Background: an optimization exercise with open tools, aiming at small area, a short achievable clock period and few clock cycles. Do not read the settings as production practice. At most, simulation tests tie the RTL to the original design; equivalence was not proved.

==> module octree_searcher, before the edit <==
module octree_searcher
(
  input  logic           clk,
  input  logic           rst_n,
  input  logic           start_i,
  input  octree_pkg::lod_mask_t      lod_mask_i,
  output logic           busy_o,
  output logic           done_o,
  output logic           sram_cen_o,
  output octree_pkg::addr_t          sram_addr_o,
  input  octree_pkg::word_t          sram_q_i,
  output octree_pkg::word_t          feature_o,
  output logic           feature_valid_o,
  input  logic           feature_ready_i
);
  function automatic logic [2:0] ffs8(input logic [7:0] m);
    ffs8 = m[0] ? 3'd0 : m[1] ? 3'd1 : m[2] ? 3'd2 : m[3] ? 3'd3 :
           m[4] ? 3'd4 : m[5] ? 3'd5 : m[6] ? 3'd6 : 3'd7;
  endfunction
  logic        s_idle, s_issue, s_data, s_dec, s_adv, s_done;
  logic        qfeat_q;    
  logic [1:0]  lvl_q;      
  logic [1:0]  dep_q;      
  logic [7:0]  m0_q, m1_q, m2_q;   
  logic [7:0]  cap_q;      
  logic [9:0]  slot_q;     
  logic        fbusy_q;
  logic [7:0]  fa_q;       
  logic [7:0]  fmask_q;    
  logic [1:0]  fk_q;       
  logic        freq, ffire;
  assign freq  = fbusy_q && !s_issue && !s_idle;
  assign ffire = freq && (!qfeat_q || feature_ready_i);
  assign sram_cen_o  = qfeat_q && !feature_ready_i;
  assign sram_addr_o = (s_issue || s_idle) ? {8'b0, slot_q[9:2]} : {5'b0, 1'b1, fa_q, fk_q};
  assign feature_o       = sram_q_i;
  assign feature_valid_o = qfeat_q;
  assign busy_o          = !s_idle;
  assign done_o          = s_done && !fbusy_q && !qfeat_q;
  logic [7:0] fafter, frest;
  logic       f_last, f_accept;
  logic [2:0] fn;
  always_comb begin
    for (int j = 0; j < 8; j++) fafter[j] = (fa_q[2:0] != 3'd0) && (3'(j) >= fa_q[2:0]);
  end
  assign frest    = fmask_q & fafter;
  assign f_last   = (fk_q == 2'd3) && (frest == 8'd0);
  assign f_accept = !fbusy_q || (ffire && f_last);
  assign fn       = ffs8(frest);
  logic [15:0] lane;
  logic [7:0]  cbits, sbits;
  assign lane = sram_q_i[{slot_q[1:0], 4'b0000} +: 16];
  always_comb begin
    for (int i = 0; i < 8; i++) begin
      cbits[i] = lane[2*i];
      sbits[i] = lane[2*i+1];
    end
  end
  logic leaf, any;
  assign leaf = (dep_q == lvl_q);
  assign any  = |cap_q;
  logic [7:0] mp, mp_rest, after;
  logic       more;
  logic [2:0] n;
  always_comb begin
    for (int j = 0; j < 8; j++) after[j] = (slot_q[2:0] != 3'd0) && (3'(j) >= slot_q[2:0]);
  end
  assign mp      = (dep_q == 2'd1) ? m0_q : (dep_q == 2'd2) ? m1_q : m2_q;
  assign mp_rest = mp & after;
  assign more    = (dep_q != 2'd0) && (mp_rest != 8'd0);
  assign n       = ffs8(mp_rest);
  logic [3:0] lod_above;
  logic       has_next_lvl;
  logic [1:0] next_lvl;
  always_comb begin
    for (int i = 0; i < 4; i++) lod_above[i] = lod_mask_i[i] && (2'(i) > lvl_q);
    has_next_lvl = |lod_above;
    next_lvl = lod_above[1] ? 2'd1 : lod_above[2] ? 2'd2 : 2'd3;
  end
  logic [2:0] ic;
  logic [9:0] child_slot, sib_slot, par_slot;
  logic [6:0] lo_inc, hi_inc, hi_dec;
  always_comb begin
    lo_inc     = slot_q[6:0] + 7'd1;
    hi_inc     = slot_q[9:3] + 7'd1;
    hi_dec     = slot_q[9:3] - 7'd1;
    ic         = ffs8(cap_q);
    child_slot = {(ic == 3'd7) ? lo_inc : slot_q[6:0], 3'(ic + 3'd1)};
    sib_slot   = {(n == 3'd7) ? hi_inc : slot_q[9:3], 3'(n + 3'd1)};
    par_slot   = {3'd0, (slot_q[2:0] == 3'd0) ? hi_dec : slot_q[9:3]};
  end
  logic dec_desc, dec_hold, handoff, adv, adv_sib, adv_up, adv_end;
  assign dec_desc = s_dec && !leaf && any;
  assign dec_hold = s_dec && leaf && any && !f_accept;
  assign handoff  = s_dec && leaf && any && f_accept;
  assign adv      = s_adv || (s_dec && !dec_desc && !dec_hold);
  assign adv_sib  = adv && more;
  assign adv_up   = adv && !more && (dep_q != 2'd0);
  assign adv_end  = adv && (dep_q == 2'd0);
  logic [7:0] fa_next;
  assign fa_next = {(fn == 3'd7) ? fa_q[7:3] + 5'd1 : fa_q[7:3], 3'(fn + 3'd1)};
  always_ff @(posedge clk or negedge rst_n) begin
    if (!rst_n) begin
      s_idle    <= 1'b1;
      s_issue   <= 1'b0;
      s_data    <= 1'b0;
      s_dec     <= 1'b0;
      s_adv     <= 1'b0;
      s_done    <= 1'b0;
      qfeat_q   <= 1'b0;
      fbusy_q   <= 1'b0;
      fk_q      <= 2'd0;
      slot_q    <= 10'd0;
    end else begin
      qfeat_q <= ffire || (qfeat_q && !feature_ready_i);
      if (ffire) begin
        fk_q <= fk_q + 2'd1;
        if (f_last) fbusy_q <= 1'b0;
      end
      if (handoff) fbusy_q <= 1'b1;
      if (s_idle && start_i) begin
        s_idle <= 1'b0;
        if (lod_mask_i == 4'd0) s_done <= 1'b1;
        else s_data <= 1'b1;
      end
      if (s_issue && (!qfeat_q || feature_ready_i)) begin
        s_issue <= 1'b0;
        s_data  <= 1'b1;
      end
      if (s_data) begin
        s_data <= 1'b0;
        s_dec  <= 1'b1;
      end
      if (dec_desc) begin
        s_dec   <= 1'b0;
        s_issue <= 1'b1;
        slot_q  <= child_slot;
      end
      if (adv) begin
        s_dec <= 1'b0;
        s_adv <= adv_up;
      end
      if (adv_sib) begin
        s_issue <= 1'b1;
        slot_q  <= sib_slot;
      end
      if (adv_up) slot_q <= par_slot;
      if (adv_end) begin
        slot_q <= 10'd0;
        if (has_next_lvl) s_issue <= 1'b1;
        else s_done <= 1'b1;
      end
      if (done_o) begin
        s_done <= 1'b0;
        s_idle <= 1'b1;
      end
    end
  end
  always_ff @(posedge clk) begin
    if (s_idle && start_i) begin
      dep_q <= 2'd0;
      lvl_q <= lod_mask_i[0] ? 2'd0 : lod_mask_i[1] ? 2'd1 : lod_mask_i[2] ? 2'd2 : 2'd3;
    end
    if (s_data) cap_q <= leaf ? sbits : cbits;
    if (dec_desc) begin
      dep_q <= dep_q + 2'd1;
      case (dep_q)
        2'd0: m0_q <= cap_q;
        2'd1: m1_q <= cap_q;
        default: m2_q <= cap_q;
      endcase
    end
    if (adv_up) dep_q <= dep_q - 2'd1;
    if (adv_end) lvl_q <= next_lvl;
    if (ffire && (fk_q == 2'd3)) fa_q <= fa_next;
    if (handoff) begin
      fa_q    <= child_slot[7:0];
      fmask_q <= cap_q;
    end
  end
endmodule
export LEC_CHECK = 0
export ABC_AREA = 1
export CAP_MARGIN = 20
export CORE_MARGIN = 2
export CORE_UTILIZATION = 55
export PLACE_DENSITY = 0.7
export SETUP_SLACK_MARGIN = 3.25
export SLEW_MARGIN = 20
create_clock -name core_clock -period 6.0 [get_ports {clk}]
standard.sh (not shown) runs the stock make flow with config.mk's settings and CLKGATE_MAP_FILE= SYNTH_SCRIPT=/design/flow/synth_recipe.tcl, a recipe that flattens the netlist after the stock synthesis.
==> flow/flow/run.sh <==
#!/bin/bash
# Standard ORFS layout, with small buffers on the ports and a clock tree
# without dummy balancing loads, built from larger sink clusters.
set -euo pipefail
export BUFFER_PORTS_ARGS="-buffer_cell sky130_fd_sc_hd__buf_1"
export CTS_ARGS="-sink_clustering_enable -repair_clock_nets -buf_list sky130_fd_sc_hd__clkbuf_8 -sink_clustering_size 40 -sink_clustering_max_diameter 100 -dont_use_dummy_load"
bash standard.sh > standard_make.log 2>&1
Testbench counts at the start, summed over its fixed seeds: cycles 55,432.
Change:
--- a/flow/design.v
+++ b/flow/design.v
@@ -41,18 +41,24 @@
   logic [9:0]  slot_q;     
   logic        fbusy_q;
   logic [7:0]  fa_q;       
   logic [7:0]  fmask_q;    
   logic [1:0]  fk_q;       
-  logic        freq, ffire;
-  assign freq  = fbusy_q && !s_issue && !s_idle;
+  logic        freq, ffire, wsel, dsel;
+  logic [9:0]  child_slot;
+  logic [7:0]  child_word;
+  assign dsel  = s_dec && (dep_q != lvl_q) && (cap_q != 8'd0);
+  assign wsel  = s_issue || s_idle || dsel;
+  assign freq  = fbusy_q && !wsel;
   assign ffire = freq && (!qfeat_q || feature_ready_i);
   assign sram_cen_o  = qfeat_q && !feature_ready_i;
-  assign sram_addr_o = (s_issue || s_idle) ? {8'b0, slot_q[9:2]} : {5'b0, 1'b1, fa_q, fk_q};
+  assign sram_addr_o = (s_issue || s_idle) ? {8'b0, slot_q[9:2]} :
+                       dsel ? {8'b0, child_word} : {5'b0, 1'b1, fa_q, fk_q};
   assign feature_o       = sram_q_i;
   assign feature_valid_o = qfeat_q;
   assign busy_o          = !s_idle;
+  assign s_done          = !(s_idle || s_issue || s_data || s_dec || s_adv);
   assign done_o          = s_done && !fbusy_q && !qfeat_q;
   logic [7:0] fafter, frest;
   logic       f_last, f_accept;
   logic [2:0] fn;
   always_comb begin
@@ -91,18 +97,20 @@
     for (int i = 0; i < 4; i++) lod_above[i] = lod_mask_i[i] && (2'(i) > lvl_q);
     has_next_lvl = |lod_above;
     next_lvl = lod_above[1] ? 2'd1 : lod_above[2] ? 2'd2 : 2'd3;
   end
   logic [2:0] ic;
-  logic [9:0] child_slot, sib_slot, par_slot;
+  logic [9:0] sib_slot, par_slot;
   logic [6:0] lo_inc, hi_inc, hi_dec;
   always_comb begin
     lo_inc     = slot_q[6:0] + 7'd1;
     hi_inc     = slot_q[9:3] + 7'd1;
     hi_dec     = slot_q[9:3] - 7'd1;
     ic         = ffs8(cap_q);
     child_slot = {(ic == 3'd7) ? lo_inc : slot_q[6:0], 3'(ic + 3'd1)};
+    child_word = (cap_q[2:0] != 3'd0) ? {slot_q[6:0], 1'b0} :
+                 (cap_q[6:3] != 4'd0) ? {slot_q[6:0], 1'b1} : {lo_inc, 1'b0};
     sib_slot   = {(n == 3'd7) ? hi_inc : slot_q[9:3], 3'(n + 3'd1)};
     par_slot   = {3'd0, (slot_q[2:0] == 3'd0) ? hi_dec : slot_q[9:3]};
   end
   logic dec_desc, dec_hold, handoff, adv, adv_sib, adv_up, adv_end;
   assign dec_desc = s_dec && !leaf && any;
@@ -119,11 +127,10 @@
       s_idle    <= 1'b1;
       s_issue   <= 1'b0;
       s_data    <= 1'b0;
       s_dec     <= 1'b0;
       s_adv     <= 1'b0;
-      s_done    <= 1'b0;
       qfeat_q   <= 1'b0;
       fbusy_q   <= 1'b0;
       fk_q      <= 2'd0;
       slot_q    <= 10'd0;
     end else begin
@@ -133,12 +140,11 @@
         if (f_last) fbusy_q <= 1'b0;
       end
       if (handoff) fbusy_q <= 1'b1;
       if (s_idle && start_i) begin
         s_idle <= 1'b0;
-        if (lod_mask_i == 4'd0) s_done <= 1'b1;
-        else s_data <= 1'b1;
+        s_data <= (lod_mask_i != 4'd0);
       end
       if (s_issue && (!qfeat_q || feature_ready_i)) begin
         s_issue <= 1'b0;
         s_data  <= 1'b1;
       end
@@ -146,12 +152,13 @@
         s_data <= 1'b0;
         s_dec  <= 1'b1;
       end
       if (dec_desc) begin
         s_dec   <= 1'b0;
-        s_issue <= 1'b1;
         slot_q  <= child_slot;
+        if (!qfeat_q || feature_ready_i) s_data <= 1'b1;
+        else s_issue <= 1'b1;
       end
       if (adv) begin
         s_dec <= 1'b0;
         s_adv <= adv_up;
       end
@@ -161,16 +168,12 @@
       end
       if (adv_up) slot_q <= par_slot;
       if (adv_end) begin
         slot_q <= 10'd0;
         if (has_next_lvl) s_issue <= 1'b1;
-        else s_done <= 1'b1;
-      end
-      if (done_o) begin
-        s_done <= 1'b0;
-        s_idle <= 1'b1;
-      end
+      end
+      if (done_o) s_idle <= 1'b1;
     end
   end
   always_ff @(posedge clk) begin
     if (s_idle && start_i) begin
       dep_q <= 2'd0;
Result: Utilization grows by 6.8 points; cell count is higher by about 8%; synthesized cell count grows by 3.0%; cell area increases by 12%; clock-buffer cell count stays the same; setup slack is worse by 0.41 ns.
No functional check of the RTL was part of the second run of this note.

==> what the ideal ports hide <==
How much do the figures lean on ideal ports? The routed layouts below were timed once more, with nothing changed but the port constraints.
Step 1 assumes that a clkbuf_16 drives the clock port and a buf_2 every other input.
Step 2 times the ports against the registers' clock, not the clock port: input delays grow and output delays shrink by t, the midpoint of the rising clock arrivals with the driver on.
Slacks: no drivers / after step 1 / after step 2; pairs: no drivers / after step 1.
run	t, ns	slack for setup (ns)	worst setup path at the end	latest minus earliest clock arrival (ns)	worst register clock-pin slew, ns
the first run	0.371	3.277 / 3.251 / 3.020	input to register	0.016 / 0.015	0.07 / 0.07
the second run	0.385	2.862 / 2.824 / 3.023	input to register	0.033 / 0.033	0.10 / 0.10
After both steps setup and hold are still met in every run listed. The setup slack of the first run, which loses most, moves by -0.026 ns with the drivers and by -0.257 ns with both steps.
